Source: an optimization exercise on an open RTL-to-GDS flow (aim: small area, a short achievable clock period and few clock cycles per item). Production flows keep margins and buffers that such runs may drop.
The RTL was checked by simulation tests, not by an equivalence proof against the original design.
Power is estimated from default activity; no workload was simulated.

==> inputs of lagoon <==
Design signed_int32_divider, start of the top module:
module signed_int32_divider (
    input  logic        i_clk,
    input  logic        i_rst_n,
    input  logic        i_req_valid,
    output logic        o_req_ready,
    input  logic [31:0] i_req_numerator,
    input  logic [31:0] i_req_denominator,
    output logic        o_rsp_valid,
    input  logic        i_rsp_ready,
    output logic [31:0] o_rsp_quotient,
    output logic [1:0]  o_rsp_status
);
    localparam logic [5:0] RING_WAIT = 6'd32;  
    logic        r_rdy;      
    logic        r_ov;       
    logic        r_kv;       
    logic [31:0] r_oq;
    logic [1:0]  r_os;
    logic [31:0] r_kq;
    logic [1:0]  r_ks;
    logic        r_park;     
    logic [5:0]  r_cnt;      
    assign o_req_ready = r_rdy;
    logic [31:0] s0_n;
    logic [31:0] s0_dm;
    logic        s0_neg;
    logic        w_park;     
    logic        w_take;     
    assign w_take = i_req_valid & r_rdy;
    assign s0_n   = i_req_numerator[31] ? (~i_req_numerator + 32'd1) : i_req_numerator;
    assign s0_dm  = i_req_denominator[31] ? (~i_req_denominator + 32'd1) : i_req_denominator;
    assign s0_neg = i_req_numerator[31] ^ i_req_denominator[31];
    logic        e_v;        
    logic [31:0] e_q;        
    logic        e_neg;
    logic        e_dz;       
    logic        p0_v;
    logic [31:0] p0_n;
    logic [31:0] p0_dm;
    logic        p0_neg;
    always_ff @(posedge i_clk) begin
        if (!i_rst_n) p0_v <= 1'b0;
        else          p0_v <= w_park | w_take;
    end
    always_ff @(posedge i_clk) begin
        p0_n   <= w_park ? e_q : s0_n;
        p0_dm  <= w_park ? {31'd0, ~e_dz} : s0_dm;
        p0_neg <= w_park ? e_neg : s0_neg;
    end
    logic [0:0] t0_sh;
    logic [1:0] t0_df;
    logic       t0_ge;
    logic [0:0] t0_r;
    logic [0:0] t0_q;
    assign t0_sh = p0_n[31];
    assign t0_df = {1'b0, t0_sh} - {1'b0, p0_dm[0:0]};
    assign t0_ge = ~t0_df[1] & ~|p0_dm[31:1];
    assign t0_r  = t0_ge ? t0_df[0:0] : t0_sh;
    assign t0_q  = t0_ge;
    logic        p1_v;
    logic [0:0] p1_r;
    logic [0:0] p1_q;
    logic [30:0] p1_n;
    logic [31:0] p1_dm;
    logic        p1_neg;
    always_ff @(posedge i_clk) begin
        if (!i_rst_n) p1_v <= 1'b0;
        else          p1_v <= p0_v;
    end
    always_ff @(posedge i_clk) begin
        p1_r   <= t0_r;
        p1_q   <= t0_q;
        p1_n   <= p0_n[30:0];
        p1_dm  <= p0_dm;
  ...
Settings: LEC_CHECK=0, ABC_AREA=1, CAP_MARGIN=20, CORE_MARGIN=2, CORE_UTILIZATION=60, SETUP_SLACK_MARGIN=1.8, SLEW_MARGIN=20; clock period 4.4 ns.
run.sh (not shown) runs the stock make flow with config.mk's settings and CLKGATE_MAP_FILE= SYNTH_SCRIPT=/design/flow/synth_recipe.tcl, a recipe that flattens the netlist after the stock synthesis.
==> inputs of ember, as changes to lagoon <==
==> flow/flow/run.sh (new file) <==
#!/bin/bash
# The standard layout, with the port buffers made of plain buffers
# (buffer_ports otherwise picks a delay cell, which slows the I/O paths).
set -euo pipefail
export BUFFER_PORTS_ARGS="-buffer_cell sky130_fd_sc_hd__buf_2"
bash standard.sh > flow.log 2>&1
==> flow/standard.sh (new file) <==
#!/bin/bash
# synth_recipe.tcl (not shown) runs the flow's synth.tcl, then flattens the netlist and writes it again
# the make line also repeats each setting of config.mk as NAME=value (left out here)
make -C /OpenROAD-flow-scripts/flow DESIGN_CONFIG=/design/flow/config.mk WORK_HOME=/design/flow/orfs CLKGATE_MAP_FILE= SYNTH_SCRIPT=/design/flow/synth_recipe.tcl "${@:-finish}"
removed: flow/run.sh
==> notes.md <==
item	ember	lagoon
Status	complete, no violations	complete, no violations
Clock network power share	37.5%	38.5%
Minimum hold slack	0.175 ns	0.258 ns
RSZ-0062 raised after global routing	yes	no
Vias per Instance	5.12	5.13
Number of gates given a new drive strength after cts	21	63
Number of buffers added for setup after CTS	0	2
VDD IR-drop max	525 uV	505 uV
Register fraction of the total cell area	49.3%	48.9%
P&R area growth vs syn	12.5%	13.3%
Fin Clk Skew	0.0847 ns	0.101 ns
Initial antenna violation count	24	13
Fraction of standard cell area in multi-input logic	33.2%	33.0%
Final setup margin	1.81 ns	1.84 ns
Routability congestion estimate from global placement	0.990	0.968
Data arrival time of the worst path	1.71 ns	1.68 ns
Share of the core filled with cells in the final layout	68.1%	68.7%
Cell-internal power	44.4 mW	45.2 mW
Endpoint of the worst hold path	p0_dm[12]	p5_n[17]
Reg-to-reg slack, setup	1.82 ns	1.87 ns
Share of layout cells above drive strength 1	6.03%	5.32%
Clock-net power	23.3 mW	24.2 mW
Fraction of cell area in non-clock buffers	0.825%	1.21%
Multi-input gate area	36900 sq um	36900 sq um
Met1 Use GR	37.9%	38.8%
Switching Fraction	28.4%	28.2%
Testbench counts of lagoon, summed over its fixed seeds: cycles 9,872, items 9,600.
Testbench counts of ember, summed over its fixed seeds: cycles 9,872, items 9,600.

[port drivers added, routing unchanged]
How much do the figures lean on ideal ports? The routed layouts below were timed once more, with nothing changed but the port constraints.
Step 1 assumes that a clkbuf_16 drives the clock port and a buf_2 every other input.
Step 2 also shifts input and output timing later by t, the mid clock arrival at the registers, as if the neighbouring blocks saw the same clock.
Slacks: no drivers / after step 1 / after step 2; pairs: no drivers / after step 1.
run | shift t [ns] | slack for setup (ns) | hold slack, ns | pins driven straight from the clock port
lagoon | 0.982 | 1.843 / 1.753 / 1.273 | 0.258 / 0.258 / 0.258 | 1
ember | 0.987 | 1.814 / 1.725 / 1.646 | 0.175 / 0.121 / 0.280 | 1
After both steps setup and hold are still met in every run listed. The setup slack of lagoon, which loses most, moves by -0.090 ns with the drivers and by -0.570 ns with both steps.
